This design comes from an exercise in tuning for small area, a short achievable clock period and few clock cycles per item on the open sky130 flow, not from production work.
Power and IR drop assume default switching activity.

run a:
Design tablet_adaptive_delta_decoder_unit, start of the top module:
module tablet_adaptive_delta_decoder_unit
#(
    parameter int TOOLS     = TOOLS_DEF,
    parameter int SHIFT_MAX = SHIFT_MAX_DEF
) (
    input  logic        clk,
    input  logic        rst_n,
    input  logic        din_valid,
    output logic        din_ready,
    input  logic        din_action,
    input  logic        din_tool,
    input  logic [2:0]  din_channel,
    input  logic [4:0]  din_raw_code,
    input  logic [15:0] din_load_value,
    input  logic [3:0]  din_load_shift,
    output logic        dout_valid,
    input  logic        dout_ready,
    output logic [15:0] dout_value,
    output logic [3:0]  dout_step_out,
    output logic        dout_held,
    input  logic        psel,
    input  logic        penable,
    input  logic        pwrite,
    input  logic [2:0]  paddr,
    input  logic [31:0] pwdata,
    output logic [31:0] prdata,
    output logic        pready
);
Size: roughly 2400 cells after synthesis, roughly 130 I/O pins.
Settings: LEC_CHECK=0, ABC_AREA=1, ABC_CLOCK_PERIOD_IN_PS=4000, CAP_MARGIN=20, CORE_MARGIN=2, CORE_UTILIZATION=40, CTS_BUF_LIST=sky130_fd_sc_hd__clkbuf_8, CTS_CLUSTER_DIAMETER=60, CTS_CLUSTER_SIZE=16, PLACE_DENSITY=0.75, SLEW_MARGIN=20, TNS_END_PERCENT=10; clock period 10.0 ns.
standard.sh (not shown) runs the stock make flow with config.mk's settings and CLKGATE_MAP_FILE= SYNTH_SCRIPT=/design/flow/synth_recipe.tcl, a recipe that flattens the netlist after the stock synthesis.
==> flow/flow/run.sh <==
#!/bin/bash
# The standard layout, with synthesis leaving adders to abc instead of
# mapping them to the half and full adder cells first, the port buffers
# made of plain buf_2 cells, and timing repair aimed at a setup slack of
# 5.5 ns (the clock period and constraints are unchanged).
export ADDER_MAP_FILE=
export BUFFER_PORTS_ARGS="-buffer_cell sky130_fd_sc_hd__buf_2"
export SETUP_SLACK_MARGIN=5.5
bash standard.sh > standard.log 2>&1
Relative to run a, the following input files were edited for run b:
-- flow/design.v --
<<< run a, line 185
    logic [15:0] r;
    logic        rc;
    logic [15:0] cs_s, cs_c;
    logic        tc;
    logic        gt, lo_c, hi_c, hold_d, pin;
    logic [15:0] clamped;
>>> run b, line 185
    logic [15:0] r;
    logic        rc;
    logic        gt, lo_c, hi_c, hold_d, pin;
    logic [15:0] clamped;
<<< run a, line 220
    assign dm = opnd ^ {16{neg}};
    tadd_add #(.W(16)) u_r (.a(raw0), .b(dm), .cin(neg), .sum(r), .cout(rc));
    assign cs_s = raw0 ^ dm ^ nh;
    assign cs_c = (raw0 & dm) | (raw0 & nh) | (dm & nh);
    tadd_carry #(.W(16)) u_t (.a(cs_s), .b({cs_c[14:0], neg}), .cin(1'b0), .cout(tc));
    assign gt = tc ^ cs_c[15] ^ rc;
    assign lo_c = !is_rot && neg && (ovf || !rc);
    assign hi_c = gt || (!is_rot && !neg && (ovf || rc));
>>> run b, line 218
    assign dm = opnd ^ {16{neg}};
    tadd_add #(.W(16)) u_r (.a(raw0), .b(dm), .cin(neg), .sum(r), .cout(rc));
    tadd_carry #(.W(16)) u_t (.a(r), .b(nh), .cin(1'b0), .cout(gt));
    assign lo_c = !is_rot && neg && (ovf || !rc);
    assign hi_c = gt || (!is_rot && !neg && (ovf || rc));
<<< run a, line 355
    logic [3:0]  s1_f_reg;          
    logic [2:0]  s1_chg_reg;        
    logic [DEPTH-1:0] s1_sel_reg;   
    logic [DEPTH-1:0] in_sel, we;
    logic        in_unused, in_zero, in_load, s1_same;
    logic [3:0]  in_sh0, shift_n;
>>> run b, line 350
    logic [3:0]  s1_f_reg;          
    logic [2:0]  s1_chg_reg;        
    logic        s1_tool_reg;
    logic [DEPTH-1:0] in_sel, s1_sel, we;
    logic        in_unused, in_zero, in_load, s1_same;
    logic [3:0]  in_sh0, shift_n;
<<< run a, line 362
    logic        in_big, in_neg, in_hcode, in_ovf;
    logic [2:0]  in_chg;
    logic [15:0] in_sh_hot;
    logic [3:0]  in_magx;
    logic [15:0] in_delta;
    assign in_sel    = entry_sel(din_tool, din_channel);
    assign in_unused = (din_channel == CH_UNUSED);
    assign in_zero   = in_unused || clr1_reg;
    assign in_load   = (din_action == ACT_LOAD) || in_zero;
    assign s1_same   = s1_valid_reg && |(s1_sel_reg & in_sel);
    assign we        = clr2_reg ? '1 : s1_adv ? s1_sel_reg : '0;
    always_comb
    begin
>>> run b, line 357
    logic        in_big, in_neg, in_hcode, in_ovf;
    logic [2:0]  in_chg;
    logic [6:0]  in_base;
    logic [21:0] in_delta;
    assign in_sel    = entry_sel(din_tool, din_channel);
    assign in_unused = (din_channel == CH_UNUSED);
    assign in_zero   = in_unused || clr1_reg;
    assign in_load   = (din_action == ACT_LOAD) || in_zero;
    assign s1_sel    = entry_sel(s1_tool_reg, s1_channel_reg);
    assign s1_same   = s1_valid_reg && |(s1_sel & in_sel);
    assign we        = clr2_reg ? '1 : s1_adv ? s1_sel : '0;
    always_comb
    begin
<<< run a, line 389
        .chg     (in_chg)
    );
    assign in_magx = in_big ? 4'd0 : in_mag;
    always_comb
    begin
        for (int k = 0; k < 16; k++)
            in_sh_hot[k] = (in_sh0 == 4'(k));
        for (int i = 0; i < 16; i++)
        begin
            in_delta[i] = 1'b0;
            for (int j = 0; j < 4; j++)
                if (i >= j)
                    in_delta[i] = in_delta[i] | (in_magx[j] && in_sh_hot[i-j]);
            if (i >= 6)
                in_delta[i] = in_delta[i] | (in_big && in_sh_hot[i-6]);
        end
        in_ovf = 1'b0;
        for (int k = 0; k < 16; k++)
        begin
            for (int j = 0; j < 4; j++)
                if (k + j >= 16)
                    in_ovf = in_ovf | (in_magx[j] && in_sh_hot[k]);
            if (k + 6 >= 16)
                in_ovf = in_ovf | (in_big && in_sh_hot[k]);
        end
        in_ovf = in_ovf && (din_channel != CH_ROT);
    end
    always_ff @(posedge clk)
    begin
>>> run b, line 384
        .chg     (in_chg)
    );
    assign in_base  = in_big ? PRESS_BIG : {3'b000, in_mag};
    assign in_delta = 22'(in_base) << in_sh0;
    assign in_ovf   = |in_delta[21:16] && (din_channel != CH_ROT);
    always_ff @(posedge clk)
    begin
<<< run a, line 419
        begin
            s1_action_reg  <= in_load;
            s1_channel_reg <= din_channel;
            s1_sel_reg     <= clr1_reg ? '0 : in_sel;
            s1_neg_reg     <= in_neg;
            s1_ovf_reg     <= in_ovf;
>>> run b, line 392
        begin
            s1_action_reg  <= in_load;
            s1_tool_reg    <= din_tool;
            s1_channel_reg <= clr1_reg ? CH_UNUSED : din_channel;
            s1_neg_reg     <= in_neg;
            s1_ovf_reg     <= in_ovf;
<<< run a, line 438
            else
            begin
                s1_opnd_reg <= in_delta;
                s1_f_reg    <= in_sh0;
                s1_chg_reg  <= in_chg;
>>> run b, line 411
            else
            begin
                s1_opnd_reg <= in_delta[15:0];
                s1_f_reg    <= in_sh0;
                s1_chg_reg  <= in_chg;
<<< run a, line 451
        hold0 = 1'b0;
        for (int e = 0; e < DEPTH; e++)
            if (s1_sel_reg[e])
            begin
                raw0 = raw0 | raw_mem[e];
>>> run b, line 424
        hold0 = 1'b0;
        for (int e = 0; e < DEPTH; e++)
            if (s1_sel[e])
            begin
                raw0 = raw0 | raw_mem[e];
- Group drawing the most power: combinational cells -> run a, registers -> run b
- Run b vs run a, post-route worst hold slack went down by 0.12 ns.
- Estimated wirelength of the detail-placed design: lower on run b
- Run b has completed all stages; timing, DRC and antenna checks passed.
- Run b ends up with higher growth of design area from synthesis to finish than run a does.
- Relative to run a, worst reg2reg path depth has gone up in run b.
- Against run a, run b reports a share of the clock period used by the worst path that is lower.
- Run b has wire length above what run a had.
- | count of fill cells added during filler insertion | higher: run a |
- Diff run a -> run b | portion of total power attributed to combinational logic | decrease of 7.2 points
- Changes observed in run b relative to run a: portion of total power attributed to the clock network grew by 2.5 points, final worst clock skew went down.
No run of this note included a check of the RTL's function; only the layout flow was run.

==> what the ideal ports hide <==
The flow's constraints put no driver on any port. The routed layouts listed below were extracted and timed again, unchanged, in two steps.
Step 1 (the two cells are an assumption about what drives the block):
set clk [get_ports {clk}]
set_driving_cell -lib_cell sky130_fd_sc_hd__clkbuf_16 $clk
set_driving_cell -lib_cell sky130_fd_sc_hd__buf_2 [delete_from_list [all_inputs] $clk]
Step 2 moves the port delays by t, midway between the first and last clock arrival at a register: inputs arrive t later, outputs are due t later. That takes back most of the time a late clock gives input paths.
a / b / c = no drivers / after step 1 / after step 2; a / b = the first two.
| run | t, ns | slack for setup (ns) | worst slew at a driven data input, ns |
|---|---|---|---|
| run a | 0.699 | 5.381 / 5.354 / 4.747 | 0.06 |
| run b | 0.697 | 5.434 / 5.388 / 4.852 | 0.07 |
After both steps every run listed still meets setup and hold. The setup slack of run a, which loses most, moves by -0.027 ns with the drivers and by -0.634 ns with both steps.
